Context: an optimization exercise on an open-source flow, tuned for small area, a short achievable clock period and few clock cycles per item. The choices shown serve that exercise and are no tape-out recipe.
The RTL was checked by simulation tests, not by an equivalence proof against the original design.
No activity file was given, so power comes from the tool's default toggle rates.

==> flow/design.v (excerpt) <==
module quantized_matvec_accumulator (
   input  logic                             clock,
   input  logic                             reset,
   input  logic                             req_valid,
   output logic                             req_ready,
   input  logic signed [15:0]               req_activation,
   input  logic [15:0]                      req_weight_word,
   input  logic signed [15:0]               req_weight_scale,
   output logic                             rsp_valid,
   input  logic                             rsp_ready,
   output logic signed [31:0]               rsp_dot_result,
   output logic [19:0]                      rsp_result_index,
   output logic [12:0]                      rsp_weight_row,
   output logic                             rsp_saturated,
   output logic                             rsp_job_done,
   input  logic                             csr_we,
   input  logic [2:0]                       csr_index,
   input  logic [12:0]                      csr_wdata
);
==> flow/config.mk <==
export PLATFORM = sky130hd
export DESIGN_NAME = quantized_matvec_accumulator
export DESIGN_NICKNAME = quantized_matvec_accumulator
export VERILOG_FILES = /design/flow/design.v
export SDC_FILE = /design/flow/constraint.sdc
export NUM_CORES = 4
export LEC_CHECK = 0
export CAP_MARGIN = 20
export CORE_MARGIN = 2
export CORE_UTILIZATION = 40
export CTS_BUF_LIST = sky130_fd_sc_hd__clkbuf_4
export SLEW_MARGIN = 20
==> flow/constraint.sdc <==
create_clock -name core_clock -period 11.5 [get_ports {clock}]
set_input_delay 2.3000 -clock core_clock [delete_from_list [all_inputs] [get_ports {clock}]]
set_output_delay 2.3000 -clock core_clock [all_outputs]
set_load 0.01 [all_outputs]
standard.sh (not shown) runs the stock make flow with config.mk's settings and CLKGATE_MAP_FILE= SYNTH_SCRIPT=/design/flow/synth_recipe.tcl, a recipe that flattens the netlist after the stock synthesis.
==> flow/flow/run.sh <==
#!/bin/bash
# The standard layout (the standard.sh: standard synthesis, then ORFS floorplan to
# finish) with two changes to how it is made:
#  - timing repair is asked to leave 7.8 ns of setup slack at the 11.5 ns clock, so that
#    it sizes and buffers the paths above 3.7 ns as well;
#  - the port buffers that placement inserts (one on every input and output, as in the
#    standard flow) are sky130_fd_sc_hd__buf_1 cells.
# The clock, constraints and everything else are the standard flow's.
set -euo pipefail
export SETUP_SLACK_MARGIN=7.8
export BUFFER_PORTS_ARGS="-buffer_cell sky130_fd_sc_hd__buf_1"
bash standard.sh finish > standard_flow.log 2>&1
The first run completed without violations.
Testbench counts at the start, summed over its fixed seeds: cycles 27,508, elements 25,630.
Change:
CTS_BUF_LIST = sky130_fd_sc_hd__clkbuf_8   (was sky130_fd_sc_hd__clkbuf_4)
CTS_CLUSTER_SIZE = 24   (was default)
What happened: Combinational power fell by about 2%. Clock-buffer cell count fell by 76. Wire length decreases by 1.2%. First-iteration DRC count goes down by 1.9%. Sequential share of layout area came out higher by 0.35 points. Synthesized cell count stays the same. Die area stays the same. Setup slack improves by 15 ps. Cell area falls by about 2%.

* * *

## exp/lagoon
quantized_matvec_accumulator again, from the RTL that the note above started with.
## quantized_matvec_accumulator
module quantized_matvec_accumulator (
   input  logic                             clock,
   input  logic                             reset,
   input  logic                             req_valid,
   output logic                             req_ready,
   input  logic signed [15:0]               req_activation,
   input  logic [15:0]                      req_weight_word,
   input  logic signed [15:0]               req_weight_scale,
   output logic                             rsp_valid,
   input  logic                             rsp_ready,
   output logic signed [31:0]               rsp_dot_result,
   output logic [19:0]                      rsp_result_index,
   output logic [12:0]                      rsp_weight_row,
   output logic                             rsp_saturated,
   output logic                             rsp_job_done,
   input  logic                             csr_we,
   input  logic [2:0]                       csr_index,
   input  logic [12:0]                      csr_wdata
);
   logic                          rst_q;
   logic                          valid_int;
   always_ff @(posedge clock)
      rst_q <= reset;
   qmva_pkg::cfg_type             cfg;
   logic                          stride_we, len_written;
   logic                          fire, last;
   logic [1:0]                    elem_lo;
   qmva_csr u_csr (
      .clock     (clock),
      .reset     (rst_q),
      .csr_we    (csr_we),
      .csr_index (csr_index),
      .csr_wdata (csr_wdata),
      .cfg         (cfg),
      .stride_we   (stride_we),
      .len_written (len_written)
   );
   qmva_ctrl u_ctrl (
      .clock     (clock),
      .reset     (rst_q),
      .cfg       (cfg),
      .stride_we   (stride_we),
      .len_written (len_written),
      .req_valid (req_valid),
      .reset_in  (reset),
      .req_ready (req_ready),
      .rsp_ready (rsp_ready),
      .rsp_valid (valid_int),
      .fire      (fire),
      .last      (last),
      .elem_lo   (elem_lo),
      .rsp_result_index (rsp_result_index),
      .rsp_weight_row   (rsp_weight_row),
      .rsp_job_done     (rsp_job_done)
   );
  ...
==> flow/config.mk <==
export PLATFORM = sky130hd
export DESIGN_NAME = quantized_matvec_accumulator
export DESIGN_NICKNAME = quantized_matvec_accumulator
export VERILOG_FILES = /design/flow/design.v
export SDC_FILE = /design/flow/constraint.sdc
export NUM_CORES = 4
export LEC_CHECK = 0
export CAP_MARGIN = 20
export CORE_MARGIN = 2
export CORE_UTILIZATION = 40
export SLEW_MARGIN = 20
==> flow/constraint.sdc <==
create_clock -name core_clock -period 11.5 [get_ports {clock}]
set_input_delay 2.3000 -clock core_clock [delete_from_list [all_inputs] [get_ports {clock}]]
set_output_delay 2.3000 -clock core_clock [all_outputs]
set_load 0.01 [all_outputs]
==> flow/flow/run.sh <==
#!/bin/bash
# The standard layout (the standard.sh: standard synthesis, then ORFS floorplan to
# finish) with two changes to how it is made:
#  - timing repair is asked to leave 7.5 ns of setup slack at the 11.5 ns clock, so that
#    it sizes and buffers the paths above 4 ns as well;
#  - the port buffers that placement inserts (one on every input and output, as in the
#    standard flow) are sky130_fd_sc_hd__buf_1 cells.
# The clock, constraints and everything else are the standard flow's.
set -euo pipefail
export SETUP_SLACK_MARGIN=7.5
export BUFFER_PORTS_ARGS="-buffer_cell sky130_fd_sc_hd__buf_1"
bash standard.sh finish > standard_flow.log 2>&1
exp/lagoon reached the end of the flow, and the finished layout is clean on the timing, DRC and antenna checks.
Testbench counts of exp/lagoon, summed over its fixed seeds: cycles 27,508, elements 25,630.
> inputs changed (exp/lagoon -> exp/maple)
==> flow/flow/run.sh <==
#!/bin/bash
# The standard layout (the standard.sh: standard synthesis, then ORFS floorplan to
# finish), with timing repair asked to leave 7.5 ns of setup slack at the 11.5 ns clock,
# so that it sizes and buffers the paths above 4 ns as well. The clock, constraints and
# everything else are the standard flow's.
set -euo pipefail
export SETUP_SLACK_MARGIN=7.5
bash standard.sh finish > standard_flow.log 2>&1
exp/maple -> exp/lagoon: total count of max-transition violations in the final report delta 0, exact match
Of the two values seen for cell with the largest stage delay on the worst path, or4_4 was produced by exp/lagoon and clkdlybuf4s50_1 by exp/maple.
Start-to-end type of the worst setup path: flip-flop to primary output -> exp/maple, input pin to flip-flop -> exp/lagoon
Diff exp/lagoon -> exp/maple: source-to-sink clock delay at the later pin of the worst-skew pair roughly the same; post-placement worst setup slack lower; fmax lower.
[inputs] exp/umber vs exp/maple
==> flow/flow/run.sh <==
#!/bin/bash
# The standard layout (the standard.sh: standard synthesis, then ORFS floorplan to
# finish) with two changes to how it is made:
#  - timing repair is asked to leave 7.8 ns of setup slack at the 11.5 ns clock, so that
#    it sizes and buffers the paths above 3.7 ns as well;
#  - the port buffers that placement inserts (one on every input and output, as in the
#    standard flow) are sky130_fd_sc_hd__buf_1 cells.
# The clock, constraints and everything else are the standard flow's.
set -euo pipefail
export SETUP_SLACK_MARGIN=7.8
export BUFFER_PORTS_ARGS="-buffer_cell sky130_fd_sc_hd__buf_1"
bash standard.sh finish > standard_flow.log 2>&1
==> comparison <==
exp/umber did not stop at any stage, and its layout met the timing, DRC and antenna checks. Detailed route, exp/umber vs exp/maple: via total lower for exp/umber. Final-layout worst hold slack essentially unchanged between exp/maple and exp/umber. Comparing exp/umber and exp/maple, number of stages on the worst setup path is lower on exp/maple. Side by side, data required time at the worst endpoint turned out higher in exp/umber than in exp/maple. Max-slew headroom at the worst pin: exp/umber better than exp/maple. Per the comparison of exp/umber with exp/maple, maximum fanout along the worst path higher; routed wire length on met2 grew by 150 um. NOTE: post-route met1 wirelength in exp/umber falls short of that of exp/maple. Compared exp/umber against exp/maple; cell count within noise. Post-route cell area on exp/umber is down relative to exp/maple. | number of global-route vias before repair | exp/umber vs exp/maple | 60 higher |.

-- static timing again, ports no longer ideal --
Ports are ideal in the flow. The routed layouts listed here were re-timed in OpenROAD.
Step 1: set_driving_cell puts a clkbuf_16 on clock and a buf_2 on each other input, an assumption about the parent block.
Step 2 also shifts input and output timing later by t, the mid clock arrival at the registers, as if the neighbouring blocks saw the same clock.
a / b / c = ideal / step 1 / step 2; a / b = the first two.
run	shift t [ns]	setup slack, ns	hold WS [ns]	clock arrival spread, ns	cell pins on the clock port's net
the first run of note 1	0.929	7.730 / 7.672 / 6.926	0.443 / 0.443 / 0.443	0.079 / 0.079	1
the second run of note 1	0.731	7.745 / 7.754 / 7.027	0.435 / 0.435 / 0.435	0.067 / 0.066	1
exp/lagoon	0.649	7.632 / 7.650 / 7.023	0.447 / 0.447 / 0.447	0.036 / 0.036	1
exp/maple	0.651	7.565 / 7.503 / 6.965	0.454 / 0.454 / 0.454	0.040 / 0.040	1
exp/umber	0.650	7.785 / 7.785 / 7.235	0.456 / 0.456 / 0.456	0.038 / 0.038	1
After both steps every run listed still meets setup and hold. For the first run of note 1, which loses most, drivers alone change the setup slack by -0.058 ns; drivers and shift together by -0.804 ns.
